From an optimization exercise on the open Yosys and OpenROAD flow, aimed at small area; shortcuts taken in it are not production practice. Where RTL was checked, it was by simulation tests only, not by an equivalence proof against the original. Function not checked in run 5: the RTL went through the layout flow alone. Power is estimated from default activity; no workload was simulated.

==> flow/design.v <==
`timescale 1ns/100ps
module job_intake (
  input  logic        clk,
  input  logic        reset,
  input  logic        job_valid,
  output logic        job_ready,
  input  logic [31:0] a_addr,
  input  logic [31:0] b_addr,
  input  logic [31:0] c_addr,
  input  logic [8:0]  matrix_len,
  output logic        done,
  output logic [31:0] job_a_addr,
  output logic [31:0] job_b_addr,
  output logic [31:0] job_c_addr,
  output logic [5:0]  job_k,
  output logic        job_active,
  output logic        job_started,
  input  logic        job_all_done
);
  logic accept;
  logic [15:0] a_hi, b_hi, c_hi;
  logic [5:0]  a_lo;
  logic [15:0] b_lo;
  logic [4:0]  c_lo;
  assign job_ready = !job_active;
  assign accept    = job_valid && job_ready;
  always_ff @(posedge clk) begin
    if (reset) begin
      job_active <= 1'b0;
      done       <= 1'b0;
    end else if (accept) begin
      job_active <= 1'b1;
      done       <= 1'b0;
    end else if (job_active && job_all_done) begin
      job_active <= 1'b0;
      done       <= 1'b1;
    end
  end
  always_ff @(posedge clk) job_started <= !reset && job_active;
  always_ff @(posedge clk) begin
    if (!job_active) begin
      a_hi  <= a_addr[31:16];
      a_lo  <= a_addr[5:0];
      b_hi  <= b_addr[31:16];
      b_lo  <= b_addr[15:0];
      c_hi  <= c_addr[31:16];
      c_lo  <= c_addr[4:0];
      job_k <= matrix_len[8:3];
    end
  end
  assign job_a_addr = {a_hi, 10'b0, a_lo};
  assign job_b_addr = {b_hi, b_lo};
  assign job_c_addr = {c_hi, 11'b0, c_lo};
endmodule
`timescale 1ns/100ps
module a_strip_issuer (
  input  logic        clk,
  input  logic        reset,
  input  logic [31:0] job_a_addr,
  input  logic [9:0]  a_addr_mid,    
  input  logic [5:0]  job_k,
  input  logic [4:0]  job_km1,
  input  logic        job_active,
  input  logic        job_started,
  output logic [1:0]  a_valid,
  input  logic [1:0]  a_ready,
  output logic [63:0] a_strip_addr,
  output logic [31:0] a_repeats,
  output logic [8:0]  a_len
);
  logic [15:0] hi, hi1;
  logic        start;
  assign hi    = job_a_addr[31:16];
  assign hi1[0] = 1'b1;
  for (genvar i = 1; i < 16; i++) begin : g_flip
    assign hi1[i] = &hi[i-1:0];
  end
  assign start = job_active && !job_started;
  assign a_len = {job_k, 3'b0};
  for (genvar r = 0; r < 2; r++) begin : g_row
    logic [4:0]  k;
    logic        fin;
    logic [10:0] s;
    logic        xfer;
    logic        b5;
    assign a_valid[r]  = job_started && !fin;
    assign xfer        = a_valid[r] && a_ready[r];
    assign a_repeats[r*16+:16] = {10'b0, job_k};
    always_ff @(posedge clk) begin
      if (!job_active) begin
        k   <= '0;
        fin <= 1'b0;
      end else if (xfer) begin
        k   <= k + 1'b1;
        fin <= (k == job_km1);
      end
    end
    if (r == 0) begin : g_even
      assign b5 = job_a_addr[5];
      always_ff @(posedge clk) begin
        if (!job_active)
          s <= {1'b0, a_addr_mid};
        else if (xfer)
          s <= s + 11'(job_k);
      end
    end else begin : g_odd
      assign b5 = job_a_addr[5] ^ job_k[0];
      always_ff @(posedge clk) begin
        if (!job_active)
          s <= {1'b0, a_addr_mid};
        else if (start || xfer)
          s <= s + (start ? 11'(job_k[5:1]) : 11'(job_k)) + 11'(start & job_a_addr[5] & job_k[0]);
      end
    end
    assign a_strip_addr[r*32+:32] = {hi ^ (hi1 & {16{s[10]}}), s[9:0], b5, job_a_addr[4:0]};
  end
endmodule
`timescale 1ns/100ps
module b_strip_issuer (
  input  logic        clk,
  input  logic        reset,
  input  logic [31:0] job_b_addr,
  input  logic [5:0]  job_k,
  input  logic [4:0]  job_km1,
  input  logic        job_active,
  input  logic        job_started,
  output logic [1:0]  b_valid,
  input  logic [1:0]  b_ready,
  output logic [63:0] b_strip_addr,
  output logic [8:0]  b_len
);
  logic [15:0] hi, hi1;
  logic        start;
  assign hi    = job_b_addr[31:16];
  assign hi1[0] = 1'b1;
  for (genvar i = 1; i < 16; i++) begin : g_flip
    assign hi1[i] = &hi[i-1:0];
  end
  assign start = job_active && !job_started;
  assign b_len = {job_k, 3'b0};
  for (genvar c = 0; c < 2; c++) begin : g_col
    logic [4:0]  jj;
    logic [4:0]  ii;
    logic        fin;
    logic [10:0] s;
    logic        xfer;
    logic        wrap;
    logic        restart;
    logic        b5;
    assign b_valid[c] = job_started && !fin;
    assign xfer       = b_valid[c] && b_ready[c];
    assign wrap       = (jj == job_km1);
    assign restart    = start || (xfer && wrap);
    always_ff @(posedge clk) begin
      if (!job_active) begin
        jj  <= '0;
        ii  <= '0;
        fin <= 1'b0;
      end else if (xfer) begin
        jj <= wrap ? '0 : jj + 1'b1;
        if (wrap) begin
          ii  <= ii + 1'b1;
          fin <= (ii == job_km1);
        end
      end
    end
    if (c == 0) begin : g_even
      assign b5 = job_b_addr[5];
      always_ff @(posedge clk) begin
        if (restart)
          s <= {1'b0, job_b_addr[15:6]};
        else if (xfer)
          s <= s + 11'(job_k);
      end
    end else begin : g_odd
      assign b5 = job_b_addr[5] ^ job_k[0];
      always_ff @(posedge clk) begin
        if (restart || xfer)
          s <= (restart ? {1'b0, job_b_addr[15:6]} : s)
             + (restart ? 11'(job_k[5:1]) : 11'(job_k))
             + 11'(restart & job_b_addr[5] & job_k[0]);
      end
    end
    assign b_strip_addr[c*32+:32] = {hi ^ (hi1 & {16{s[10]}}), s[9:0], b5, job_b_addr[4:0]};
  end
endmodule
`timescale 1ns/100ps
module tile_writer_issuer (
  input  logic         clk,
  input  logic         reset,
  input  logic [31:0]  job_c_addr,
  input  logic [10:0]  c_addr_mid,    
  input  logic [5:0]   job_k,
  input  logic [4:0]   job_km1,
  input  logic         job_active,
  input  logic         job_started,
  output logic [3:0]   c_valid,
  input  logic [3:0]   c_ready,
  output logic [127:0] c_tile_addr
);
  logic [15:0] hi, hi1;
  logic        start;
  assign hi    = job_c_addr[31:16];
  assign hi1[0] = 1'b1;
  for (genvar i = 1; i < 16; i++) begin : g_flip
    assign hi1[i] = &hi[i-1:0];
  end
  assign start = job_active && !job_started;
  for (genvar p = 0; p < 4; p++) begin : g_proc
    localparam int R = p / 2;
    localparam int C = p % 2;
    logic [4:0]  jj;
    logic [4:0]  ii;
    logic        fin;
    logic [11:0] s;
    logic        xfer;
    logic        wrap;
    logic        addk;
    logic        cin;
    assign c_valid[p] = job_started && !fin;
    assign xfer       = c_valid[p] && c_ready[p];
    assign wrap       = (jj == job_km1);
    always_ff @(posedge clk) begin
      if (!job_active) begin
        jj  <= '0;
        ii  <= '0;
        fin <= 1'b0;
      end else if (xfer) begin
        jj <= wrap ? '0 : jj + 1'b1;
        if (wrap) begin
          ii  <= ii + 1'b1;
          fin <= (ii == job_km1);
        end
      end
    end
    assign addk = start ? 1'(R) : wrap;
    assign cin  = start ? (1'(C) & job_c_addr[4]) : 1'b1;
    always_ff @(posedge clk) begin
      if (!job_active)
        s <= {1'b0, c_addr_mid};
      else if (start || xfer)
        s <= s + (addk ? 12'(job_k) : 12'd0) + 12'(cin);
    end
    assign c_tile_addr[p*32+:32] = {hi ^ (hi1 & {16{s[11]}}), s[10:0], job_c_addr[4] ^ 1'(C), job_c_addr[3:0]};
  end
endmodule
`timescale 1ns/100ps
module completion_tracker (
  input  logic       clk,
  input  logic       reset,
  input  logic [4:0] job_km1,
  input  logic       job_active,
  output logic       job_all_done,
  input  logic [3:0] cpl_valid,
  output logic [3:0] cpl_ready
);
  logic [3:0] lane_done;
  for (genvar p = 0; p < 4; p++) begin : g_writer
    logic [4:0] jj;
    logic [4:0] ii;
    logic       finished;
    logic       hs;
    logic       wrap;
    logic       last;
    assign cpl_ready[p] = job_active && !finished;
    assign hs           = cpl_valid[p] && cpl_ready[p];
    assign wrap         = (jj == job_km1);
    assign last         = wrap && (ii == job_km1);
    assign lane_done[p] = finished || (hs && last);
    always_ff @(posedge clk) begin
      if (!job_active) begin
        jj       <= '0;
        ii       <= '0;
        finished <= 1'b0;
      end else if (hs) begin
        jj       <= wrap ? '0 : jj + 1'b1;
        if (wrap) ii <= ii + 1'b1;
        finished <= last;
      end
    end
  end
  assign job_all_done = &lane_done;
endmodule
`timescale 1ns/100ps
module matmul_controller #(
  parameter int N    = 4,
  parameter int ROWS = 2,
  parameter int COLS = 2
) (
  input  logic                    clk,
  input  logic                    reset,
  input  logic                    job_valid,
  output logic                    job_ready,
  input  logic [31:0]             a_addr,
  input  logic [31:0]             b_addr,
  input  logic [31:0]             c_addr,
  input  logic [8:0]              matrix_len,
  output logic                    done,
  output logic [ROWS-1:0]         a_valid,
  input  logic [ROWS-1:0]         a_ready,
  output logic [ROWS*32-1:0]      a_strip_addr,
  output logic [ROWS*16-1:0]      a_repeats,
  output logic [8:0]              a_len,
  output logic [COLS-1:0]         b_valid,
  input  logic [COLS-1:0]         b_ready,
  output logic [COLS*32-1:0]      b_strip_addr,
  output logic [8:0]              b_len,
  output logic [ROWS*COLS-1:0]    c_valid,
  input  logic [ROWS*COLS-1:0]    c_ready,
  output logic [ROWS*COLS*32-1:0] c_tile_addr,
  input  logic [ROWS*COLS-1:0]    cpl_valid,
  output logic [ROWS*COLS-1:0]    cpl_ready
);
  logic [31:0] job_a_addr;
  logic [31:0] job_b_addr;
  logic [31:0] job_c_addr;
  logic [5:0]  job_k;
  logic [4:0]  job_km1;
  logic        job_active;
  logic        job_started;
  logic        job_all_done;
  assign job_km1 = 5'(job_k - 1'b1);
  job_intake u_intake (
    .clk, .reset, .job_valid, .job_ready, .a_addr, .b_addr, .c_addr, .matrix_len, .done,
    .job_a_addr, .job_b_addr, .job_c_addr, .job_k, .job_active, .job_started, .job_all_done
  );
  a_strip_issuer u_a_issuer (
    .clk, .reset, .job_a_addr, .a_addr_mid(a_addr[15:6]), .job_k, .job_km1, .job_active,
    .job_started, .a_valid, .a_ready, .a_strip_addr, .a_repeats, .a_len
  );
  b_strip_issuer u_b_issuer (
    .clk, .reset, .job_b_addr, .job_k, .job_km1, .job_active, .job_started,
    .b_valid, .b_ready, .b_strip_addr, .b_len
  );
  tile_writer_issuer u_c_issuer (
    .clk, .reset, .job_c_addr, .c_addr_mid(c_addr[15:5]), .job_k, .job_km1, .job_active,
    .job_started, .c_valid, .c_ready, .c_tile_addr
  );
  completion_tracker u_tracker (
    .clk, .reset, .job_km1, .job_active, .job_all_done, .cpl_valid, .cpl_ready
  );
endmodule
==> flow/flow/run.sh <==
#!/bin/bash
# Standard synthesis, then its combinational logic remapped for area (registers kept as
# they are), then the standard layout with the smallest buffer on the ports and a
# clock tree of small buffers in large clusters, without dummy clock loads.
set -euo pipefail
W=$(pwd)
F=$W/flow
R=$W/orfs/results/$FLOW_PLATFORM/matmul_controller/base
LIB=$FLOW_HOME/platforms/$FLOW_PLATFORM/lib/sky130_fd_sc_hd__tt_025C_1v80.lib

bash standard.sh synth > $W/standard_synth.log 2>&1

cp $R/1_2_yosys.v $W/standard_1_2_yosys.v
KEEP=$(grep -oE "sky130_fd_sc_hd__[a-z0-9_]+" $W/standard_1_2_yosys.v | sort -u \
  | grep -E "__(s?e?df|dl|sdl|conb)" | tr '\n' ' ')
RESYN_LIB=$LIB RESYN_NET=$W/standard_1_2_yosys.v RESYN_KEEP="$KEEP" \
  RESYN_DONT_USE="$(cat $F/dont_use.txt)" RESYN_SCRIPT=$F/area.abc RESYN_OUT=$W/resyn.v \
  yosys -c $F/resyn.tcl > $W/resyn_yosys.log 2>&1
cp $W/resyn.v $R/1_2_yosys.v
rm -f $R/1_synth.odb $R/1_synth.sdc

bash standard.sh "BUFFER_PORTS_ARGS=-buffer_cell sky130_fd_sc_hd__buf_1" \
  "SKIP_REPAIR_TIE_FANOUT=1" \
  "CTS_ARGS=-sink_clustering_enable -repair_clock_nets -dont_use_dummy_load -buf_list sky130_fd_sc_hd__clkbuf_4 -sink_clustering_size 10 -sink_clustering_max_diameter 40" \
  finish > $W/standard_flow.log 2>&1
==> flow/flow/area.abc <==
strash
&get -n
&st
&deepsyn -T 60
&put
balance -l
resub -K 6 -l
rewrite -l
resub -K 6 -N 2 -l
refactor -l
resub -K 8 -l
balance -l
resub -K 8 -N 2 -l
rewrite -l
resub -K 10 -l
rewrite -z -l
resub -K 10 -N 2 -l
balance -l
resub -K 12 -l
refactor -z -l
resub -K 12 -N 2 -l
rewrite -z -l
balance -l
dch -f
amap
topo
==> flow/flow/dont_use.txt <==
sky130_fd_sc_hd__lpflow_bleeder_1 sky130_fd_sc_hd__lpflow_clkbufkapwr_1 sky130_fd_sc_hd__lpflow_clkbufkapwr_16 sky130_fd_sc_hd__lpflow_clkbufkapwr_2 sky130_fd_sc_hd__lpflow_clkbufkapwr_4 sky130_fd_sc_hd__lpflow_clkbufkapwr_8 sky130_fd_sc_hd__lpflow_clkinvkapwr_1 sky130_fd_sc_hd__lpflow_clkinvkapwr_16 sky130_fd_sc_hd__lpflow_clkinvkapwr_2 sky130_fd_sc_hd__lpflow_clkinvkapwr_4 sky130_fd_sc_hd__lpflow_clkinvkapwr_8 sky130_fd_sc_hd__lpflow_decapkapwr_12 sky130_fd_sc_hd__lpflow_decapkapwr_3 sky130_fd_sc_hd__lpflow_decapkapwr_4 sky130_fd_sc_hd__lpflow_decapkapwr_6 sky130_fd_sc_hd__lpflow_decapkapwr_8 sky130_fd_sc_hd__lpflow_inputiso0n_1 sky130_fd_sc_hd__lpflow_inputiso0p_1 sky130_fd_sc_hd__lpflow_inputiso1n_1 sky130_fd_sc_hd__lpflow_inputiso1p_1 sky130_fd_sc_hd__lpflow_inputisolatch_1 sky130_fd_sc_hd__lpflow_isobufsrc_1 sky130_fd_sc_hd__lpflow_isobufsrc_16 sky130_fd_sc_hd__lpflow_isobufsrc_2 sky130_fd_sc_hd__lpflow_isobufsrc_4 sky130_fd_sc_hd__lpflow_isobufsrc_8 sky130_fd_sc_hd__lpflow_isobufsrckapwr_16 sky130_fd_sc_hd__lpflow_lsbuf_lh_hl_isowell_tap_1 sky130_fd_sc_hd__lpflow_lsbuf_lh_hl_isowell_tap_2 sky130_fd_sc_hd__lpflow_lsbuf_lh_hl_isowell_tap_4 sky130_fd_sc_hd__lpflow_lsbuf_lh_isowell_4 sky130_fd_sc_hd__lpflow_lsbuf_lh_isowell_tap_1 sky130_fd_sc_hd__lpflow_lsbuf_lh_isowell_tap_2 sky130_fd_sc_hd__lpflow_lsbuf_lh_isowell_tap_4 sky130_fd_sc_hd__probe_p_8 sky130_fd_sc_hd__probec_p_8 
==> flow/flow/resyn.tcl <==
# Remap the combinational logic of the standard synthesis for area; registers, their
# names and their cell types are kept as the standard synthesis made them.
yosys -import
set lib $::env(RESYN_LIB)
set net $::env(RESYN_NET)
read_liberty -ignore_miss_func $lib
read_verilog -defer $net
hierarchy -top $::env(FLOW_TOP)
setattr -mod -set keep_hierarchy 1 {*}$::env(RESYN_KEEP)
flatten
opt -purge
set du {}
foreach c $::env(RESYN_DONT_USE) { lappend du -dont_use $c }
abc -script $::env(RESYN_SCRIPT) -liberty $lib {*}$du -D [expr {int($::env(FLOW_PERIOD_NS) * 1000)}]
opt_clean -purge
hilomap -singleton -hicell sky130_fd_sc_hd__conb_1 HI -locell sky130_fd_sc_hd__conb_1 LO
select $::env(FLOW_TOP)
write_verilog -noattr -nohex -nodec -selected $::env(RESYN_OUT)
==> flow/standard.sh <==
#!/bin/bash
# synth_recipe.tcl (not shown) runs the flow's synth.tcl, then flattens the netlist and writes it again
# the make line also repeats each setting of config.mk as NAME=value (left out here)
make -C /OpenROAD-flow-scripts/flow DESIGN_CONFIG=/design/flow/config.mk WORK_HOME=/design/flow/orfs CLKGATE_MAP_FILE= SYNTH_SCRIPT=/design/flow/synth_recipe.tcl "${@:-finish}"
==> flow/config.mk <==
export PLATFORM = sky130hd
export DESIGN_NAME = matmul_controller
export DESIGN_NICKNAME = matmul_controller
export VERILOG_FILES = /design/flow/design.v
export SDC_FILE = /design/flow/constraint.sdc
export NUM_CORES = 4
export LEC_CHECK = 0
export CAP_MARGIN = 10
export CORE_MARGIN = 2
export CORE_UTILIZATION = 75
export PLACE_DENSITY = 0.8
export SLEW_MARGIN = 10
==> flow/constraint.sdc <==
create_clock -name core_clock -period 6.5 [get_ports {clk}]
set_input_delay 1.3000 -clock core_clock [delete_from_list [all_inputs] [get_ports {clk}]]
set_output_delay 1.3000 -clock core_clock [all_outputs]
set_load 0.01 [all_outputs]
==> results of run 1 <==
## worst max path at each step
stage	startpoint	cells past startpoint	end
floorplan	u_intake.job_k[0]	39	u_c_issuer.g_proc[2].s[10]
finish	u_c_issuer.g_proc[1].s[11]	33	c_tile_addr[63]
detailed placement	u_intake.job_k[1]	42	u_c_issuer.g_proc[2].s[10]
global route	u_c_issuer.g_proc[1].s[11]	33	c_tile_addr[63]
global placement	u_intake.job_k[1]	42	u_c_issuer.g_proc[2].s[10]
CTS	u_intake.c_hi[0]	33	c_tile_addr[63]
## sequential cells by signal, summed over array words and instances, names as in the netlist, 5 cells and up
| register | cells |
|---|---|
| u_a_issuer.g_row.k | 10 |
| u_a_issuer.g_row.s | 22 |
| u_b_issuer.g_col.ii | 10 |
| u_b_issuer.g_col.jj | 10 |
| u_b_issuer.g_col.s | 22 |
| u_c_issuer.g_proc.ii | 20 |
| u_c_issuer.g_proc.jj | 20 |
| u_c_issuer.g_proc.s | 48 |
| u_intake.a_hi | 16 |
| u_intake.a_lo | 6 |
| u_intake.b_hi | 16 |
| u_intake.b_lo | 16 |
| u_intake.c_hi | 16 |
| u_intake.c_lo | 5 |
| u_intake.job_k | 6 |
| u_tracker.g_writer.ii | 20 |
| u_tracker.g_writer.jj | 20 |
## worst reg2reg max path: cells and delay by family (launching register included)
| family | cells | cell delay [ps] |
|---|---|---|
| buf+inv | 9 | 1140 |
| simple gates | 23 | 2660 |
| flops | 1 | 460 |
| compound gates | 9 | 1670 |
## through the flow
stage	area (µm²)	setup TNS (ps)
6_report	17800	0
5_1_grt	17800	-611
4_1_cts	17600	0
3_5_place_dp	17300	-2.47
3_3_place_gp	17300	0
2_1_floorplan	15200	0
## power groups by stage
stage / clock (mW) / combinational (mW) / sequential, mW
3_5_place_dp: 0 / 0.909 / 2.27
6_report: 0.906 / 0.971 / 2.24
3_3_place_gp: 0 / 0.861 / 2.27
2_1_floorplan: 0 / 0.520 / 2.32
4_1_cts: 0.883 / 0.920 / 2.23
5_1_grt: 0.946 / 1.04 / 2.26
## layer usage
metal / share of wire (%) / global-route usage, % / vias up
li1: - / - / 7467
met1: 33 / 48.8 / 7330
met2: 48 / 72.1 / 1286
met3: 12 / 9.91 / 317
met4: 6.9 / 26.5 / 0
met5: 0 / 0 / -
## cell type report
class                      count  area [µm²]  share of cell area, %
sequential                   298        7630                   42.9
multi-input combinational   1283        6860                   38.5
timing repair buffer         448        1830                   10.3
inverter                     217         846                   4.75
tap                          265         332                   1.86
clock buffer                  40         300                   1.69
antenna                        2        5.00                 0.0281
## cell usage in the layout, fill, tap and decap left out, types with 10 or more instances in the layout
master / instances
buf_4: 37
clkbuf_4: 40
nor3_1: 32
o21ai_0: 85
nand3_1: 11
a21o_1: 10
o22ai_1: 59
a31oi_1: 15
a211oi_1: 61
a21oi_1: 159
nor2_1: 350
buf_1: 409
nor2_2: 17
and2_0: 10
o221ai_1: 12
dfxtp_1: 131
o21a_1: 71
edfxtp_1: 166
clkinv_1: 205
or2_0: 33
nand2_1: 210
a22oi_1: 14
a221oi_1: 19
a2111oi_0: 19
a31o_1: 24
## what timing repair did
action                     in CTS  in global routing
pin swaps                       0                  6
resized for setup               7                 40
setup buffers                   0                  7
setup endpoints to repair       3                 22
==> summary.md, run 1 <==
| Metric | Value |
|---|---|
| Status | no timing/DRC/antenna violations |
| Crit path top cell by count | clkinv_1 |
| Dpl hpwl | 34.6 mm |
| Largest net degree at the start of global routing | 79 |
| Die Span Y | around 150 µm |
| Port-buffer cells | 410 |
| CTS tree | built |
| Relative slew slack | between 30% and 40% |
| Final hold violations | 0 |
| Hold Worst Slack | about 480 ps |
| Final WL | 48.8 mm |
| Initial antenna violation count | 2 |
| Register-to-register setup slack | 340 ps |
| R2r startpoint | u_intake.job_k[0] |
| Reg2reg path depth | between 40 and 50 |
| Internal Power | 2.74 mW |
| Max_cap viols | 0 |
| Root Driver | clkbuf_4 |
| Worst r2r dst | u_c_issuer.g_proc[3].s[10] |
| Clock Skew | just over 50 ps |
| Reg power frac | between 50% and 60% |
| Final-report max-slew violation count | 0 |
| Fillers | roughly 920 |
| Hold Path Origin | u_b_issuer.g_col[1].fin |
| Pwr dens | 231 nW/µm² |
| Highest Clock Rate | about 160 MHz |
| Number of global-route vias before repair | ~15,000 |
| Initial core utilization | a little under 80% |
| Post-route DRC | 0 |
| Layout Utilization | 90.9% |
| CTS H-tree lvls | 2 |
| Period utilization | a little over nine tenths |
| Switching Fraction | about a third |
| Die Footprint | about 21,000 µm² |
| Syn Area/Cell | between 8 and 9 µm² |
| Worst path arrival time | a little under 5000 ps |
| Via count | 16,400 |
| Net Count, Synth | approximately 1,900 |
| Critical Path RT | between 5000 and 6000 ps |
| Crit end category | output port |
| Synth Cell Area | around 15,000 µm² |
| Critical Path Max Stage Delay | between 300 and 400 ps |
| Synth Warn # | 5 |
| Worst-Margin Slew | between 900 and 1000 ps |
| Layout cell share with drive strength beyond 1 | under 10% |
| Chip width | about 150 µm |
| Pre-CTS WS | -2.47 ps |
| RSZ-0062 raised after global routing | yes |
| Worst IR Drop VDD | roughly 0.00024 V |
| Total power | 4.12 mW |
| Post-Synthesis Cells | 1,798 |
| Final setup viols | 0 |
| Hold bufs inserted after CTS | 0 |
| Drt first pass iters | 6 |
| Combinational share of power | a little under a quarter |
| CTS Buf Count | 40 |
| Placeable Area | between 15,000 and 20,000 µm² |
| Maximum fanout along the worst path | 3 |
| Clock sinks | around 300 |
| Crit-path slowest cell | dfxtp_1 |
| Via density per instance | ~6.4 |
| Switching Power | between 1 and 1.5 mW |
| RD Place Congestion | a little under 1 |
| Part of the power in the clock network | between 20% and 30% |
| Hold Crit Depth | 2 |
| Nets | about 2,400 |
| Min-delay worst type | reg2reg |
| Hold Path End | u_b_issuer.g_col[1].fin |
| Num rows | 51 |
| Area Overhead vs Synth | 17.7% |
| Final min period | around 6200 ps |
| Final antenna-violating net count | 0 |
| Startpoint Class | flip-flop |
| I/O pin cnt | 440 |
| Family with the most delay on the worst path | simple AND/OR/NAND/NOR gates |
| Initial DRC count | around 2,000 |
| Fin cells | roughly 2,600 |
| Number of buffer and inverter stages on the critical path | 16 |
| Lkg Pwr | between 5 and 6 nW |
| Gr usage total | roughly 43% |
| Grt ovf | 0 |
| Worst skew pair latency | about 680 ps |
| Dpl cells | 2,504 |
| WL/cell | between 15 and 20 µm |
| Global-route wire length before repair | ~74 mm |
| Kind of critical path | reg2out |
| CTS Buffer Depth | 3 |
| CTS clk-pin slew, worst paths | roughly 100 ps |
| Setup WS post-layout | 316 ps |
==> run 2, diff against run 1 <==
--- a/flow/config.mk
+++ b/flow/config.mk
@@ -8,5 +8,6 @@
 export CAP_MARGIN = 10
 export CORE_MARGIN = 2
-export CORE_UTILIZATION = 75
-export PLACE_DENSITY = 0.8
+export CORE_UTILIZATION = 60
+export GPL_TIMING_DRIVEN = 0
+export PLACE_DENSITY = 0.7
 export SLEW_MARGIN = 10
==> run 2 against run 1 <==
Compared with the run above: flip-flop and latch count stayed put; setup slack improved by 77 ps; non-clock buffer count up 22; via count is 6.9% lower; fmax up 1.3%; first-iteration DRC count down 42%; largest cell class unchanged; highest routed layer unchanged.
==> summary.md, run 2 <==
| Metric | Value |
|---|---|
| Worst skew pair latency | around 700 ps |
| Drt first pass iters | 5 |
| Final hold violations | 0 |
| Period utilization | between 90% and 100% |
| Reg2reg path depth | 43 |
| Hold Worst Slack | 443 ps |
| Clock Skew | between 100 and 150 ps |
| Via count | roughly 15,000 |
| Hold Path Origin | u_c_issuer.g_proc[1].s[11] |
| CTS tree | built |
| Highest routed metal layer | met4 |
| Dpl cells | 2,540 |
| Highest Clock Rate | roughly 160 MHz |
| Net Count, Synth | 1,918 |
| Met1 wire length | between 15 and 20 mm |
| CTS Buffer Depth | 3 |
| Global-route wire length before repair | around 66 mm |
| Hold bufs inserted after CTS | 0 |
| Post-route DRC | 0 |
| Initial core utilization | between 60% and 70% |
| Min-delay worst type | reg2reg |
| Hold Path End | u_c_issuer.g_proc[1].s[11] |
| Grt ovf | 0 |
| Synth Warn # | 5 |
| Final-report max-slew violation count | 0 |
| Crit path top cell by count | nand2_1 |
| Hold Crit Depth | 1 |
| Register-to-register setup slack | 390 ps |
| Die Footprint | roughly 26,000 µm² |
| Dpl hpwl | ~30 mm |
| Lkg Pwr | between 6 and 7 nW |
| CTS Buf Count | 45 |
| Met3 WL | 4.13 mm |
| Gr usage total | a little under a third |
| Total power | between 4 and 5 mW |
| Die Span Y | between 150 and 200 µm |
| Placeable Area | 25,000 µm² |
| Final setup viols | 0 |
| Clock sinks | about 300 |
| Fillers | around 2,000 |
| Number of global-route vias before repair | approximately 14,000 |
| Root Driver | clkbuf_4 |
| CTS clk-pin slew, worst paths | approximately 110 ps |
| I/O pin cnt | 440 |
| Worst-Margin Slew | around 1200 ps |
| Final WL | about 45 mm |
| Largest net degree at the start of global routing | around 180 |
| Post-Synthesis Cells | 1,798 |
| Chip width | ~160 µm |
| Startpoint Class | flip-flop |
| Initial DRC count | about 1,100 |
| CTS H-tree lvls | 2 |
| Synth Cell Area | ~15,000 µm² |
| Crit end category | flip-flop |
| Worst r2r dst | u_c_issuer.g_proc[2].s[10] |
| RD Place Congestion | 0.832 |
| Critical Path Max Stage Delay | between 400 and 500 ps |
| Kind of critical path | reg2reg |
| Most frequent cells in the layout | 409 x buf_1, 348 x nor2_1, 209 x nand2_1, 199 x clkinv_1, 166 x edfxtp_1 |
| Status | no timing/DRC/antenna violations |
| Number of buffer and inverter stages on the critical path | 11 |
| Syn Area/Cell | 8.41 µm² |
| Crit-path slowest cell | edfxtp_1 |
| Final antenna-violating net count | 0 |
| Nets | 2,439 |
| Largest register FFs | 48 |
| Met2 WL | around 21 mm |
| R2r startpoint | u_intake.job_k[0] |
| Pwr dens | between 200 and 250 nW/µm² |
| Maximum fanout along the worst path | 18 |
| Initial antenna violation count | 1 |
| Num rows | 58 |
| Layout cell share with drive strength beyond 1 | ~7.3% |
| Area Overhead vs Synth | 21.2% |
| Biggest regs | u_c_issuer.g_proc.s (48), u_a_issuer.g_row.s (22), u_b_issuer.g_col.s (22) |
| Commonest non-fill, non-tap cell in the layout | buf_1 |
| Relative slew slack | a little under a quarter |
| Port-buffer cells | 410 |
| Fin cells | 2,648 |
| Via density per instance | 5.77 |
| Worst IR Drop VDD | 0.000191 V |
| Worst path arrival time | 6540 ps |
| Max_cap viols | 0 |
| WL/cell | around 17 µm |
| Family with the most delay on the worst path | simple AND/OR/NAND/NOR gates |
| Final min period | ~6000 ps |
| Critical Path RT | a little under 7000 ps |
| Largest reg by FF count | u_c_issuer.g_proc.s |
==> run 2: worst reg2reg max path, delay by kind of cell, from the launching register on <==
family | cells | cell delay [ps]
flip-flops | 1 | 440
AO/OA/AOI/OAI | 11 | 1890
AND/OR/NAND/NOR | 21 | 2340
buffers and inverters | 11 | 1240
==> run 2: how the worst max path moves through the flow <==
| stage | from | to | depth (start not counted) |
|---|---|---|---|
| 2_1_floorplan | u_intake.job_k[0] | u_c_issuer.g_proc[2].s[10] | 39 |
| 3_3_place_gp | u_intake.job_k[0] | u_b_issuer.g_col[1].s[9] | 32 |
| 3_5_place_dp | u_intake.job_active | u_c_issuer.g_proc[3].s[10] | 34 |
| 4_1_cts | u_intake.job_active | u_c_issuer.g_proc[3].s[10] | 34 |
| 5_1_grt | u_intake.c_hi[0] | c_tile_addr[63] | 33 |
| 6_report | u_intake.job_k[0] | u_c_issuer.g_proc[2].s[10] | 43 |
==> run 2: repair_timing <==
item / in CTS / in global routing
gates cloned: 3 / 1
pin swaps: 6 / 12
endpoints found under the setup margin: 41 / 22
endpoints found under the hold margin: 0 / 0
resized for setup: 33 / 42
setup buffers: 20 / 38
==> run 2: metal layers <==
metal,vias up,global-route usage (%)
met4,0,13.0
li1,7535,-
met2,691,52.6
met5,-,0
met3,120,7.31
met1,6923,39.0
==> run 2: metrics by stage <==
stage / setup TNS [ps] / worst slack [ps] / cell area (µm²) / utilization [%]
final: 0 / 393 / 18300 / 73.4
after global routing: -146 / -67.9 / 18300 / 73.4
after CTS: 0 / 26.0 / 17900 / 71.6
after detailed placement: -34830 / -1750 / 17200 / 68.9
after global placement: -42300 / -1960 / 17100 / 68.6
after floorplan: 0 / 53.7 / 15200 / -
==> run 2: power by group <==
| part | total, mW | switching [mW] | internal, mW | leakage, nW |
|---|---|---|---|---|
| Sequential | 2.24 | 0.104 | 2.14 | 2.74 |
| Clock | 0.941 | 0.623 | 0.318 | 0.207 |
| Combinational | 0.974 | 0.623 | 0.351 | 3.10 |
| Total | 4.16 | 1.35 | 2.81 | 6.05 |
==> run 2: area by class of cell <==
cell class | instances | area [µm²] | area share (%)
antenna | 1 | 2.50 | 0.0137
clock buffer | 45 | 338 | 1.84
inverter | 217 | 890 | 4.86
multi-input combinational | 1284 | 6930 | 37.9
sequential | 298 | 7630 | 41.7
tap | 330 | 413 | 2.25
timing repair buffer | 470 | 2080 | 11.4
timing repair inverter | 3 | 21.3 | 0.116
==> run 3, diff against run 2 <==
--- a/flow/config.mk
+++ b/flow/config.mk
@@ -9,5 +9,4 @@
 export CORE_MARGIN = 2
 export CORE_UTILIZATION = 60
-export GPL_TIMING_DRIVEN = 0
 export PLACE_DENSITY = 0.7
 export SLEW_MARGIN = 10
==> run 3 against run 2 <==
Compared with the run above: critical path depth decreased by 10; final cell count is 1.2% lower; sequential power barely moved; sequential share of layout area rose by 1.1 points; wire length is 5.2% lower; flip-flop and latch count is the same; synthesized cell count stayed put; non-clock buffer count down 26; power shrank 1.9%; fmax is 0.55% higher; global-route usage down 1.2 points; register-to-register slack better by 50 ps; highest routed layer unchanged.
==> summary.md, run 3 <==
| Metric | Value |
|---|---|
| Fillers | between 2,000 and 2,500 |
| Initial antenna violation count | 1 |
| Most frequent cells in the layout | 409 x buf_1, 349 x nor2_1, 210 x nand2_1, 208 x clkinv_1, 166 x edfxtp_1 |
| Final antenna-violating net count | 0 |
| Crit path top cell by count | clkinv_1 |
| Register-to-register setup slack | 440 ps |
| Layout cell share with drive strength beyond 1 | about 5.2% |
| Port-buffer cells | between 400 and 500 |
| Post-DP Area | 17,400 µm² |
| Final hold violations | 0 |
| Num rows | 58 |
| Worst IR Drop VDD | roughly 0.00019 V |
| Design Area, Final | between 15,000 and 20,000 µm² |
| Critical Path Max Stage Delay | 360 ps |
| Global-route wire length before repair | approximately 64 mm |
| Max_cap viols | 0 |
| Post-Synthesis Cells | approximately 1,800 |
| Grt ovf | 0 |
| Hold Path Origin | u_a_issuer.g_row[0].s[10] |
| Lkg Pwr | a little under 6 nW |
| Crit end category | output port |
| Crit. path cell count | 33 |
| CTS H-tree lvls | 2 |
| Syn Area/Cell | around 8.4 µm² |
| Via count | between 10,000 and 15,000 |
| CTS tree | built |
| Highest Clock Rate | ~160 MHz |
| Via density per instance | about 5.7 |
| Hold Path End | u_a_issuer.g_row[0].s[10] |
| Largest register FFs | 48 |
| Chip width | 163 µm |
| RD Place Congestion | 0.836 |
| Post-route DRC | 0 |
| Crit-path slowest cell | dfxtp_1 |
| Hold bufs inserted after CTS | 0 |
| Fin cells | around 2,600 |
| Commonest non-fill, non-tap cell in the layout | buf_1 |
| Period utilization | between 90% and 100% |
| Clock sinks | just under 300 |
| Setup WS post-layout | approximately 430 ps |
| Relative slew slack | 32.4% |
| Startpoint Class | flip-flop |
| Worst skew pair latency | 690 ps |
| Pre-CTS WS | about 28 ps |
| Dpl cells | about 2,600 |
| Drt first pass iters | 7 |
| Area Overhead vs Synth | 17.9% |
| Status | no timing/DRC/antenna violations |
| Family with the most delay on the worst path | simple AND/OR/NAND/NOR gates |
| CTS clk-pin slew, worst paths | ~100 ps |
| Die Span Y | 163 µm |
| I/O pin cnt | 440 |
| Placeable Area | between 20,000 and 25,000 µm² |
| Biggest regs | u_c_issuer.g_proc.s (48), u_a_issuer.g_row.s (22), u_b_issuer.g_col.s (22) |
| Dpl hpwl | 30.5 mm |
| CTS Buffer Depth | 3 |
| Net Count, Synth | between 1,500 and 2,000 |
| Nets | 2,408 |
| Die Footprint | around 26,000 µm² |
| Worst-Margin Slew | 989 ps |
| Min-delay worst type | reg2reg |
| Clock Skew | approximately 76 ps |
| Pwr dens | 229 nW/µm² |
| Largest net degree at the start of global routing | 111 |
| Kind of critical path | reg2out |
| Synth Warn # | 5 |
| Final setup viols | 0 |
| Final WL | between 40 and 50 mm |
| Reg2reg path depth | 41 |
| Initial DRC count | 907 |
| R2r startpoint | u_intake.job_k[0] |
| Worst path arrival time | about 4800 ps |
| Number of buffer and inverter stages on the critical path | 16 |
| Initial core utilization | about three fifths |
| Number of global-route vias before repair | between 10,000 and 15,000 |
| Final min period | 6070 ps |
| Root Driver | clkbuf_4 |
| Largest reg by FF count | u_c_issuer.g_proc.s |
| Hold Crit Depth | 1 |
| Fin Setup TNS | 0 ps |
| Maximum fanout along the worst path | 3 |
| Final-report max-slew violation count | 0 |
| Critical Path RT | ~5200 ps |
| Gr usage total | between 30 and 40% |
| Worst r2r dst | u_c_issuer.g_proc[2].s[10] |
| Synth Cell Area | 15,100 µm² |
| WL/cell | 16.2 µm |
| CTS Buf Count | 44 |
[run 3: what timing repair did]
item | in CTS | in global routing
resized for setup | 0 | 35
endpoints found under the setup margin | 0 | 16
setup buffers | 0 | 3
[run 3: layer usage]
metal,GRT usage (%),wire [µm],share of wire [%]
met1,38.5,17700,42
met2,51.3,20000,47
met3,6.65,3580,8.5
met4,8.89,1030,2.4
met5,0,0,0
[run 3: per-stage QoR]
stage               power (mW)  hold WS, ps  utilization (%)
detailed placement        3.17          464             69.6
floorplan                 2.84          438                -
global route              4.26          503             71.4
global placement          3.13          454             69.6
finish                    4.08          475             71.4
CTS                       4.07          483             70.9
[run 3: cell type report]
cell class | count | area [µm²] | area share [%]
antenna | 1 | 2.50 | 0.0140
clock buffer | 44 | 330 | 1.85
inverter | 217 | 841 | 4.72
multi-input combinational | 1283 | 6810 | 38.2
sequential | 298 | 7630 | 42.8
tap | 330 | 413 | 2.32
timing repair buffer | 444 | 1800 | 10.1
[run 3: report_power, final]
group	switching (mW)	leakage, nW	internal [mW]
sequential	0.0909	2.74	2.14
combinational	0.603	2.89	0.320
clock	0.616	0.202	0.311
[run 3: how the worst max path moves through the flow]
stage,to,start
floorplan,u_c_issuer.g_proc[2].s[10],u_intake.job_k[0]
global placement,u_c_issuer.g_proc[3].s[10],u_intake.job_k[0]
detailed placement,u_c_issuer.g_proc[3].s[10],u_intake.job_k[0]
CTS,c_tile_addr[63],u_intake.c_hi[0]
global route,u_c_issuer.g_proc[2].s[10],u_intake.job_k[0]
finish,c_tile_addr[63],u_c_issuer.g_proc[1].s[11]
==> run 4, diff against run 3 <==
--- a/flow/config.mk
+++ b/flow/config.mk
@@ -6,7 +6,7 @@
 export NUM_CORES = 4
 export LEC_CHECK = 0
-export CAP_MARGIN = 10
+export CAP_MARGIN = 0
 export CORE_MARGIN = 2
 export CORE_UTILIZATION = 60
 export PLACE_DENSITY = 0.7
-export SLEW_MARGIN = 10
+export SLEW_MARGIN = 0
==> run 4 against run 3 <==
Compared with the run above: critical endpoint unchanged; power stayed put; setup slack did not move; final cell count unchanged; flip-flop and latch count unchanged; fmax did not move; non-clock buffer count did not move; largest power group unchanged; clock skew did not move.
==> summary.md, run 4 <==
| Metric | Value |
|---|---|
| Post-Synthesis Cells | ~1,800 |
| Kind of critical path | reg2out |
| Fin cells | 2,617 |
| Final WL | 42.3 mm |
| Final antenna-violating net count | 0 |
| Most frequent cells in the layout | 409 x buf_1, 349 x nor2_1, 210 x nand2_1, 208 x clkinv_1, 166 x edfxtp_1 |
| CTS Buf Count | 44 |
| Clock sinks | between 200 and 300 |
| Global-route wire length before repair | 64.1 mm |
| Die Span Y | around 160 µm |
| Layout cell share with drive strength beyond 1 | ~5.2% |
| Highest Clock Rate | roughly 160 MHz |
| Number of global-route vias before repair | about 13,000 |
| Pwr dens | between 200 and 250 nW/µm² |
| Pre-CTS WS | ~28 ps |
| Post-route DRC | 0 |
| Placeable Area | around 25,000 µm² |
| Commonest non-fill, non-tap cell in the layout | buf_1 |
| Lkg Pwr | 5.83 nW |
| CTS H-tree lvls | 2 |
| CTS Buffer Depth | 3 |
| Via density per instance | between 5 and 6 |
| I/O pin cnt | 440 |
| Gr usage total | a little under a third |
| Die Footprint | 26,500 µm² |
| Worst IR Drop VDD | 0.000187 V |
| Initial core utilization | 60.6% |
| Worst path arrival time | ~4800 ps |
| Dpl cells | roughly 2,600 |
| Initial antenna violation count | 1 |
| Maximum fanout along the worst path | 3 |
| Final min period | roughly 6100 ps |
| Startpoint Class | flip-flop |
| Drt first pass iters | 7 |
| Layout Utilization | 71.4% |
| Hold Worst Slack | between 400 and 500 ps |
| Hold bufs inserted after CTS | 0 |
| Setup WS post-layout | 426 ps |
| Min-delay worst type | reg2reg |
| Synth Warn # | 5 |
| Status | no timing/DRC/antenna violations |
| RD Place Congestion | ~0.84 |
| Critical Path Max Stage Delay | roughly 360 ps |
| Biggest regs | u_c_issuer.g_proc.s (48), u_a_issuer.g_row.s (22), u_b_issuer.g_col.s (22) |
| Worst skew pair latency | slightly below 700 ps |
| Critical Path RT | 5200 ps |
| Largest register FFs | 48 |
| Max_cap viols | 0 |
| Final-report max-slew violation count | 0 |
| Net Count, Synth | around 1,900 |
| Initial DRC count | 907 |
| Clock Skew | 76.0 ps |
| Nets | around 2,400 |
| Period utilization | between 90% and 100% |
| Port-buffer cells | between 400 and 500 |
| Largest reg by FF count | u_c_issuer.g_proc.s |
| Relative slew slack | about a third |
| Crit end category | output port |
| Grt ovf | 0 |
| Chip width | ~160 µm |
| Crit path top cell by count | clkinv_1 |
| Final setup viols | 0 |
| CTS clk-pin slew, worst paths | 100 ps |
| Crit-path slowest cell | dfxtp_1 |
| Largest net degree at the start of global routing | ~110 |
| CTS tree | built |
| Syn Area/Cell | around 8.4 µm² |
| Total power | approximately 4.1 mW |
| Via count | approximately 15,000 |
| WL/cell | ~16 µm |
| Area Overhead vs Synth | 17.9% |
| Final hold violations | 0 |
| Num rows | 58 |
| Worst-Margin Slew | around 990 ps |
| Root Driver | clkbuf_4 |
| Synth Cell Area | approximately 15,000 µm² |
| Dpl hpwl | 30.5 mm |
-- run 4: cell type report --
type / count / area [µm²]
Antenna cell: 1 / 2.50
Clock buffer: 44 / 330
Fill cell: 2087 / 7140
Inverter: 217 / 841
Multi-Input combinational cell: 1283 / 6810
Sequential cell: 298 / 7630
Tap cell: 330 / 413
Timing Repair Buffer: 444 / 1800
-- run 4: through the flow --
step,instance area (µm²),setup TNS [ps]
after floorplan,15200,0
after CTS,17700,0
after global routing,17800,-179
after detailed placement,17400,0
final,17800,0
after global placement,17400,0
-- run 4: path summary, 6_finish.rpt --
check | from | to | slack, ps | cells past startpoint
worst min register to register | u_a_issuer.g_row[0].s[10] | u_a_issuer.g_row[0].s[10] | 480 | 1
worst max register to register | u_intake.job_k[0] | u_c_issuer.g_proc[2].s[10] | 440 | 41
worst min-delay path | u_a_issuer.g_row[0].s[10] | u_a_issuer.g_row[0].s[10] | 480 | 1
worst max-delay path | u_c_issuer.g_proc[1].s[11] | c_tile_addr[63] | 430 | 33
-- run 4: power by group --
part | total [mW] | leakage, nW | internal [mW] | switching [mW]
clock | 0.927 | 0.202 | 0.311 | 0.616
combinational | 0.922 | 2.89 | 0.320 | 0.603
sequential | 2.23 | 2.74 | 2.14 | 0.0909
-- run 4: layer usage --
layer / GRT usage [%] / up-vias / wire (µm)
met5: 0 / - / 0
met4: 8.89 / 0 / 1030
met3: 6.65 / 87 / 3580
met2: 51.3 / 567 / 20000
met1: 38.5 / 6746 / 17700
li1: - / 7485 / -
-- run 4: repair_timing --
action / in CTS / in global routing
buffers inserted: 0 / 3
endpoints found under the hold margin: 0 / 0
setup endpoints to repair: 0 / 16
gates resized for setup: 0 / 35
-- run 4: critical path, delay by kind of cell (launching register included) --
kind	cells	cell delay, ps
buf+inv	16	1700
simple gates	16	1880
compound gates	1	120
flops	1	360
==> run 5, diff against run 4 <==
--- a/flow/design.v
+++ b/flow/design.v
@@ -69,11 +69,7 @@
   output logic [8:0]  a_len
 );
-  logic [15:0] hi, hi1;
+  logic [15:0] hi;
   logic        start;
   assign hi    = job_a_addr[31:16];
-  assign hi1[0] = 1'b1;
-  for (genvar i = 1; i < 16; i++) begin : g_flip
-    assign hi1[i] = &hi[i-1:0];
-  end
   assign start = job_active && !job_started;
   assign a_len = {job_k, 3'b0};
@@ -113,5 +109,5 @@
       end
     end
-    assign a_strip_addr[r*32+:32] = {hi ^ (hi1 & {16{s[10]}}), s[9:0], b5, job_a_addr[4:0]};
+    assign a_strip_addr[r*32+:32] = {hi + 16'(s[10]), s[9:0], b5, job_a_addr[4:0]};
   end
 endmodule
@@ -130,11 +126,7 @@
   output logic [8:0]  b_len
 );
-  logic [15:0] hi, hi1;
+  logic [15:0] hi;
   logic        start;
   assign hi    = job_b_addr[31:16];
-  assign hi1[0] = 1'b1;
-  for (genvar i = 1; i < 16; i++) begin : g_flip
-    assign hi1[i] = &hi[i-1:0];
-  end
   assign start = job_active && !job_started;
   assign b_len = {job_k, 3'b0};
@@ -182,5 +174,5 @@
       end
     end
-    assign b_strip_addr[c*32+:32] = {hi ^ (hi1 & {16{s[10]}}), s[9:0], b5, job_b_addr[4:0]};
+    assign b_strip_addr[c*32+:32] = {hi + 16'(s[10]), s[9:0], b5, job_b_addr[4:0]};
   end
 endmodule
@@ -199,11 +191,7 @@
   output logic [127:0] c_tile_addr
 );
-  logic [15:0] hi, hi1;
+  logic [15:0] hi;
   logic        start;
   assign hi    = job_c_addr[31:16];
-  assign hi1[0] = 1'b1;
-  for (genvar i = 1; i < 16; i++) begin : g_flip
-    assign hi1[i] = &hi[i-1:0];
-  end
   assign start = job_active && !job_started;
   for (genvar p = 0; p < 4; p++) begin : g_proc
@@ -242,5 +230,5 @@
         s <= s + (addk ? 12'(job_k) : 12'd0) + 12'(cin);
     end
-    assign c_tile_addr[p*32+:32] = {hi ^ (hi1 & {16{s[11]}}), s[10:0], job_c_addr[4] ^ 1'(C), job_c_addr[3:0]};
+    assign c_tile_addr[p*32+:32] = {hi + 16'(s[11]), s[10:0], job_c_addr[4] ^ 1'(C), job_c_addr[3:0]};
   end
 endmodule
--- a/flow/config.mk
+++ b/flow/config.mk
@@ -6,7 +6,7 @@
 export NUM_CORES = 4
 export LEC_CHECK = 0
-export CAP_MARGIN = 0
+export CAP_MARGIN = 10
 export CORE_MARGIN = 2
 export CORE_UTILIZATION = 60
 export PLACE_DENSITY = 0.7
-export SLEW_MARGIN = 0
+export SLEW_MARGIN = 10
==> run 5 against run 4 <==
Compared with the run above: combinational power up 1%; power down 0.90%; largest power group unchanged; non-clock buffer count down 2; synthesized cell count up 0.50%; final area about the same; final cell count up 0.19%; wire length up 4.1%; clock-buffer cell count down 3; critical path depth unchanged; register-to-register slack better by 110 ps; hold slack worse by 8.8 ps; largest cell class unchanged; setup slack better by 40 ps.
==> summary.md, run 5 <==
| Metric | Value |
|---|---|
| Via density per instance | roughly 5.7 |
| Worst-Margin Slew | roughly 1100 ps |
| Pwr dens | 227 nW/µm² |
| Port-buffer cells | 410 |
| Crit end category | output port |
| Lkg Pwr | 5.74 nW |
| Via count | between 10,000 and 15,000 |
| Initial DRC count | between 900 and 1,000 |
| Number of global-route vias before repair | roughly 13,000 |
| Chip width | between 150 and 200 µm |
| Synth Warn # | 5 |
| Worst IR Drop VDD | roughly 0.00016 V |
| Highest Clock Rate | 166 MHz |
| Biggest regs | u_c_issuer.g_proc.s (48), u_a_issuer.g_row.s (22), u_b_issuer.g_col.s (22) |
| Hold Path Origin | u_c_issuer.g_proc[2].ii[4] |
| Total power | 4.04 mW |
| CTS H-tree lvls | 2 |
| Final min period | 6030 ps |
| Final-report max-slew violation count | 0 |
| Clock Skew | ~84 ps |
| Reg2reg path depth | 37 |
| Largest register FFs | 48 |
| Hold Crit Depth | 1 |
| Grt ovf | 0 |
| Hold bufs inserted after CTS | 0 |
| Die Footprint | 26,500 µm² |
| Worst path arrival time | 4730 ps |
| Maximum fanout along the worst path | 3 |
| Final WL | 44.0 mm |
| Final setup viols | 0 |
| Num rows | 58 |
| Hold Path End | u_c_issuer.g_proc[2].ii[4] |
| Root Driver | clkbuf_4 |
| Post-Synthesis Cells | roughly 1,800 |
| Initial core utilization | between 60% and 70% |
| Clock sinks | 298 |
| Crit path top cell by count | clkinv_1 |
| Fin Setup TNS | 0 ps |
| Initial antenna violation count | 1 |
| WL/cell | about 17 µm |
| Period utilization | between 90% and 100% |
| Most frequent cells in the layout | 407 x buf_1, 347 x nor2_1, 232 x clkinv_1, 183 x a21oi_1, 179 x nand2_1 |
| Largest reg by FF count | u_c_issuer.g_proc.s |
| Die Span Y | between 150 and 200 µm |
| Worst r2r dst | u_c_issuer.g_proc[2].s[10] |
| Status | no timing/DRC/antenna violations |
| CTS clk-pin slew, worst paths | around 80 ps |
| Dpl hpwl | around 32 mm |
| Crit-path slowest cell | dfxtp_2 |
| Post-route DRC | 0 |
| CTS Buf Count | between 40 and 50 |
| Final antenna-violating net count | 0 |
| Worst skew pair latency | 690 ps |
| Syn Area/Cell | roughly 8.4 µm² |
| Post-DP Area | ~17,000 µm² |
| Kind of critical path | reg2out |
| Startpoint Class | flip-flop |
| Drt first pass iters | 6 |
| Commonest non-fill, non-tap cell in the layout | buf_1 |
| Nets | around 2,400 |
| Design Area, Final | between 15,000 and 20,000 µm² |
| Fin cells | between 2,000 and 3,000 |
| Global-route wire length before repair | around 67 mm |
| Gr usage total | 31.7% |
| Relative slew slack | roughly 28% |
| Layout cell share with drive strength beyond 1 | around 5.8% |
| R2r startpoint | u_intake.job_k[1] |
| Min-delay worst type | reg2reg |
| Synth Cell Area | about 15,000 µm² |
| Critical Path Max Stage Delay | 360 ps |
| Net Count, Synth | roughly 1,900 |
| Largest net degree at the start of global routing | 86 |
| Register-to-register setup slack | about 550 ps |
| I/O pin cnt | 440 |
| CTS Buffer Depth | 3 |
| Fillers | 2,131 |
| Max_cap viols | 0 |
| Area Overhead vs Synth | 17.9% |
| RD Place Congestion | between 0.8 and 0.9 |
| Placeable Area | approximately 25,000 µm² |
| CTS tree | built |
| Critical Path RT | around 5200 ps |
| Final hold violations | 0 |
| Dpl cells | 2,568 |
[run 5: cell types whose count changed in the layout (fill, tap and decap cells not counted), moves of 4 or more]
cell       before  now
a21o_1         10    6
a22oi_1        14    8
o221ai_1       12   17
and3_1          5    1
nor2_2         23   30
nand2_1       210  179
o21a_1         71   58
a211oi_1       61   67
o22ai_1        59   52
clkinv_1      208  232
a2111oi_0      19   23
and2_0         10   15
a21oi_1       161  183
[run 5: worst max-delay path by stage]
stage	startpoint	endpoint	slack [ps]	cells past startpoint
2_1_floorplan	u_intake.job_k[0]	u_c_issuer.g_proc[3].s[10]	-60	41
3_5_place_dp	u_intake.job_k[1]	u_c_issuer.g_proc[3].s[10]	280	41
4_1_cts	u_b_issuer.g_col[0].s[10]	b_strip_addr[31]	4	33
3_3_place_gp	u_intake.job_k[1]	u_c_issuer.g_proc[3].s[10]	460	41
6_report	u_b_issuer.g_col[0].s[10]	b_strip_addr[31]	470	33
5_1_grt	u_b_issuer.g_col[0].s[10]	b_strip_addr[31]	-90	33
[run 5: through the flow]
step	hold WS [ps]	setup slack (ps)	utilization, %
CTS	468	3.59	70.6
global route	500	-93.8	71.4
detailed placement	456	278	69.4
finish	467	467	71.4
floorplan	437	-57.0	-
global placement	449	459	69.4
[run 5: report_power, final]
group / internal (mW) / switching, mW / total [mW]
Combinational: 0.312 / 0.621 / 0.933
Clock: 0.291 / 0.590 / 0.880
Sequential: 2.14 / 0.0896 / 2.23
[run 5: critical path, delay by kind of cell, from the launching register on]
kind / cells / cell delay, ps
buf+inv: 16 / 1610
flops: 1 / 360
simple gates: 16 / 1960
compound gates: 1 / 110
[run 5: final cells by class]
cell class / count / area [µm²] / share of cell area (%)
repair buffers: 442 / 1780 / 10.0
inverters: 246 / 962 / 5.40
clock buffers: 41 / 308 / 1.73
flip-flops and latches: 298 / 7630 / 42.8
multi-input cells: 1263 / 6720 / 37.7
well taps: 330 / 413 / 2.32
diodes: 2 / 5.00 / 0.0281
[run 5: repair_timing]
action / in CTS / in global routing
pin swaps: 0 / 2
buffers inserted: 0 / 11
gates cloned: 0 / 0
gates resized for setup: 4 / 45
endpoints found under the hold margin: 0 / 0
endpoints found under the setup margin: 2 / 22
[run 5: metal layers]
| layer | routed length [µm] | part of all wire [%] | up-vias | global-route usage (%) |
|---|---|---|---|---|
| met5 | 0 | 0 | - | 0 |
| met4 | 2160 | 4.9 | 0 | 15.8 |
| met3 | 3450 | 7.8 | 134 | 5.68 |
| met2 | 21000 | 48 | 582 | 53.4 |
| met1 | 17400 | 39 | 6801 | 39.2 |
| li1 | - | - | 7452 | - |
==> run 6, diff against run 5 <==
--- a/flow/design.v
+++ b/flow/design.v
@@ -87,7 +87,7 @@
         k   <= '0;
         fin <= 1'b0;
-      end else if (xfer) begin
-        k   <= k + 1'b1;
-        fin <= (k == job_km1);
+      end else begin
+        k   <= k + 5'(xfer);
+        fin <= fin || (xfer && (k == job_km1));
       end
     end
@@ -97,6 +97,6 @@
         if (!job_active)
           s <= {1'b0, a_addr_mid};
-        else if (xfer)
-          s <= s + 11'(job_k);
+        else
+          s <= s + (xfer ? 11'(job_k) : 11'd0);
       end
     end else begin : g_odd
@@ -105,6 +105,7 @@
         if (!job_active)
           s <= {1'b0, a_addr_mid};
-        else if (start || xfer)
-          s <= s + (start ? 11'(job_k[5:1]) : 11'(job_k)) + 11'(start & job_a_addr[5] & job_k[0]);
+        else
+          s <= s + (start ? 11'(job_k[5:1]) : xfer ? 11'(job_k) : 11'd0)
+             + 11'(start & job_a_addr[5] & job_k[0]);
       end
     end
@@ -149,10 +150,8 @@
         ii  <= '0;
         fin <= 1'b0;
-      end else if (xfer) begin
-        jj <= wrap ? '0 : jj + 1'b1;
-        if (wrap) begin
-          ii  <= ii + 1'b1;
-          fin <= (ii == job_km1);
-        end
+      end else begin
+        jj  <= (xfer && wrap) ? '0 : jj + 5'(xfer);
+        ii  <= ii + 5'(xfer && wrap);
+        fin <= fin || (xfer && wrap && (ii == job_km1));
       end
     end
@@ -162,13 +161,12 @@
         if (restart)
           s <= {1'b0, job_b_addr[15:6]};
-        else if (xfer)
-          s <= s + 11'(job_k);
+        else
+          s <= s + (xfer ? 11'(job_k) : 11'd0);
       end
     end else begin : g_odd
       assign b5 = job_b_addr[5] ^ job_k[0];
       always_ff @(posedge clk) begin
-        if (restart || xfer)
-          s <= (restart ? {1'b0, job_b_addr[15:6]} : s)
-             + (restart ? 11'(job_k[5:1]) : 11'(job_k))
+        s <= (restart ? {1'b0, job_b_addr[15:6]} : s)
+             + (restart ? 11'(job_k[5:1]) : xfer ? 11'(job_k) : 11'd0)
              + 11'(restart & job_b_addr[5] & job_k[0]);
       end
@@ -214,18 +212,16 @@
         ii  <= '0;
         fin <= 1'b0;
-      end else if (xfer) begin
-        jj <= wrap ? '0 : jj + 1'b1;
-        if (wrap) begin
-          ii  <= ii + 1'b1;
-          fin <= (ii == job_km1);
-        end
+      end else begin
+        jj  <= (xfer && wrap) ? '0 : jj + 5'(xfer);
+        ii  <= ii + 5'(xfer && wrap);
+        fin <= fin || (xfer && wrap && (ii == job_km1));
       end
     end
-    assign addk = start ? 1'(R) : wrap;
-    assign cin  = start ? (1'(C) & job_c_addr[4]) : 1'b1;
+    assign addk = start ? 1'(R) : (xfer && wrap);
+    assign cin  = start ? (1'(C) & job_c_addr[4]) : xfer;
     always_ff @(posedge clk) begin
       if (!job_active)
         s <= {1'b0, c_addr_mid};
-      else if (start || xfer)
+      else
         s <= s + (addk ? 12'(job_k) : 12'd0) + 12'(cin);
     end
@@ -261,8 +257,8 @@
         ii       <= '0;
         finished <= 1'b0;
-      end else if (hs) begin
-        jj       <= wrap ? '0 : jj + 1'b1;
-        if (wrap) ii <= ii + 1'b1;
-        finished <= last;
+      end else begin
+        jj       <= (hs && wrap) ? '0 : jj + 5'(hs);
+        ii       <= ii + 5'(hs && wrap);
+        finished <= finished || (hs && last);
       end
     end
==> run 6 against run 5 <==
Compared with the run above: sequential share of layout area fell by 3.0 points; global-route usage rose by 3.5 points; still clean on timing, DRC and antenna; final cell count rose by 0.42%; critical path type is now reg2reg; wire length rose by 6.2%; power rose by 1.4%; register-to-register slack got worse by 40 ps; clock skew fell by 44 ps; first-iteration DRC count rose by 34%; critical path depth rose by 9; flip-flop and latch count did not move; setup slack improved by 48 ps; synthesized area fell by 5.7%.
==> summary.md, run 6 <==
| Metric | Value |
|---|---|
| Post-Synthesis Cells | approximately 1,800 |
| Final WL | about 47 mm |
| CTS clk-pin slew, worst paths | ~90 ps |
| Worst skew pair latency | 680 ps |
| CTS H-tree lvls | 2 |
| Area Overhead vs Synth | 19.6% |
| Largest net degree at the start of global routing | 137 |
| Min-delay worst type | reg2reg |
| Dpl cells | 2,576 |
| CTS tree | built |
| Worst-Margin Slew | 788 ps |
| Syn Area/Cell | between 7 and 8 µm² |
| CTS Buf Count | 42 |
| Final hold violations | 0 |
| Largest reg by FF count | u_c_issuer.g_proc.s |
| Gr usage total | a little over a third |
| Placeable Area | between 20,000 and 25,000 µm² |
| Number of global-route vias before repair | 13,400 |
| Via density per instance | ~5.8 |
| Max_cap viols | 0 |
| Biggest regs | u_c_issuer.g_proc.s (48), u_a_issuer.g_row.s (22), u_b_issuer.g_col.s (22) |
| Port-buffer cells | 410 |
| RD Place Congestion | about 1.1 |
| Combinational share of power | around a quarter |
| Final antenna-violating net count | 0 |
| Kind of critical path | reg2reg |
| Layout Utilization | between 70% and 80% |
| Internal Power | between 2 and 3 mW |
| Period utilization | ~90% |
| Startpoint Class | flip-flop |
| Pwr dens | between 200 and 250 nW/µm² |
| Initial DRC count | ~1,300 |
| Post-DP Area | 16,500 µm² |
| Critical Path Max Stage Delay | slightly above 500 ps |
| Drt first pass iters | 8 |
| Crit end category | flip-flop |
| Die Footprint | approximately 25,000 µm² |
| Switching Fraction | between 30% and 40% |
| Die Span Y | ~160 µm |
| Critical Path RT | between 7000 and 8000 ps |
| WL/cell | 17.8 µm |
| Global-route wire length before repair | 68.6 mm |
| Clock sinks | ~300 |
| Pre-CTS WS | 104 ps |
| I/O pin cnt | 440 |
| Setup WS post-layout | just over 500 ps |
| Final-report max-slew violation count | 0 |
| Net Count, Synth | ~1,900 |
| Nets | 2,435 |
| CTS Buffer Depth | 3 |
| Highest Clock Rate | 167 MHz |
| Worst IR Drop VDD | roughly 0.00018 V |
| Crit-path slowest cell | edfxtp_1 |
| Dpl hpwl | about 34 mm |
| Switching Power | between 1 and 1.5 mW |
| Clock Skew | about 39 ps |
| Grt ovf | 0 |
| Part of the power in the clock network | approximately 22% |
| Synth Warn # | 5 |
| Final min period | 5990 ps |
| Post-route DRC | 0 |
| Relative slew slack | 46.1% |
| Most frequent cells in the layout | 410 x buf_1, 382 x nor2_1, 249 x clkinv_1, 216 x dfxtp_1, 184 x nand2_1 |
| Chip width | between 150 and 200 µm |
| Layout cell share with drive strength beyond 1 | approximately 5.2% |
| Initial antenna violation count | 2 |
| Design Area, Final | approximately 17,000 µm² |
| Status | no timing/DRC/antenna violations |
| Via count | 15,300 |
| Total power | just over 4 mW |
| Worst path arrival time | approximately 6600 ps |
| Crit path top cell by count | nand2_1 |
| Synth Cell Area | 14,200 µm² |
| Largest register FFs | 48 |
| Reg power frac | between 50 and 60% |
| Initial core utilization | about three fifths |
| Final setup viols | 0 |
| Root Driver | clkbuf_4 |
| Maximum fanout along the worst path | 5 |
| Num rows | 56 |
| Commonest non-fill, non-tap cell in the layout | buf_1 |
| Fin cells | 2,633 |
| Lkg Pwr | slightly below 6 nW |
-- run 6: routing by layer --
layer	global-route usage [%]	up-vias	part of all wire, %
met1	43.6	6931	39
met4	18.1	4	5.3
li1	-	7428	-
met5	0	-	0.064
met2	55.5	749	44
met3	11.0	173	11
-- run 6: cell type report --
cell class	count	area (µm²)
diodes	1	2.50
clock buffers	42	315
fillers	1959	6370
inverters	256	983
multi-input cells	1259	6630
flip-flops and latches	298	6780
well taps	319	399
repair buffers	458	1920
-- run 6: final timing paths --
check | to | from | cells past startpoint | slack (ps)
worst max-delay path | u_c_issuer.g_proc[3].s[10] | u_intake.job_k[1] | 42 | 510
worst min-delay path | u_b_issuer.g_col[0].s[10] | u_b_issuer.g_col[0].s[10] | 1 | 460
worst max register to register | u_c_issuer.g_proc[3].s[10] | u_intake.job_k[1] | 42 | 510
worst min register to register | u_b_issuer.g_col[0].s[10] | u_b_issuer.g_col[0].s[10] | 1 | 460
-- run 6: power by group through the flow --
stage / sequential, mW / clock [mW] / combinational, mW
after detailed placement: 2.20 / 0 / 0.979
after global placement: 2.20 / 0 / 0.955
after global routing: 2.18 / 0.984 / 1.13
after floorplan: 2.26 / 0 / 0.528
final: 2.16 / 0.906 / 1.03
after CTS: 2.16 / 0.916 / 0.983
-- run 6: stage by stage --
step	hold WS, ps	setup TNS (ps)
floorplan	437	-77.5
global placement	450	0
detailed placement	453	0
CTS	467	0
global route	499	-41.7
finish	464	0
-- run 6: worst max-delay path: cells and delay by family (launching register included) --
family,cells,cell delay [ps]
AOI/OAI and AO/OA,11,1790
buffers and inverters,6,630
DFF,1,510
and+or+nand+nor,25,2940
-- run 6: timing repair --
item	in CTS	in global routing
setup endpoints to repair	0	27
hold buffers	0	0
buffers inserted	0	14
hold endpoints to repair	0	0
resized for setup	0	29

-- re-timing with driven ports --
The flow's constraints put no driver on any port. The routed layouts listed below were extracted and timed again, unchanged, in two steps.
Step 1 (the two cells are an assumption about what drives the block):
set clk [get_ports {clk}]
set_driving_cell -lib_cell sky130_fd_sc_hd__clkbuf_16 $clk
set_driving_cell -lib_cell sky130_fd_sc_hd__buf_2 [delete_from_list [all_inputs] $clk]
Step 2, shift: input delay + t, output delay - t, t = (earliest + latest rising clock arrival at the registers) / 2. This alone moves slack from input paths to output paths.
a / b / c = no drivers / after step 1 / after step 2; a / b = the first two.
run | t, ns | slack for setup (ns) | worst hold slack (ns) | worst setup path at the end | worst slew at a driven data input, ns
run 1 | 0.696 | 0.316 / 0.272 / 0.301 | 0.481 / 0.481 / 0.481 | input to register | 0.11
run 2 | 0.697 | 0.393 / 0.393 / 0.393 | 0.443 / 0.443 / 0.443 | register to register | 0.08
run 3 | 0.687 | 0.426 / 0.379 / 0.437 | 0.475 / 0.475 / 0.475 | register to register | 0.09
run 4 | 0.687 | 0.426 / 0.379 / 0.437 | 0.475 / 0.475 / 0.475 | register to register | 0.09
run 5 | 0.701 | 0.467 / 0.418 / 0.527 | 0.467 / 0.467 / 0.467 | input to register | 0.07
run 6 | 0.682 | 0.514 / 0.514 / 0.163 | 0.464 / 0.464 / 0.464 | input to register | 0.14
After both steps setup and hold are still met in every run listed. The setup slack of run 6, which loses most, moves by 0.000 ns with the drivers and by -0.351 ns with both steps.
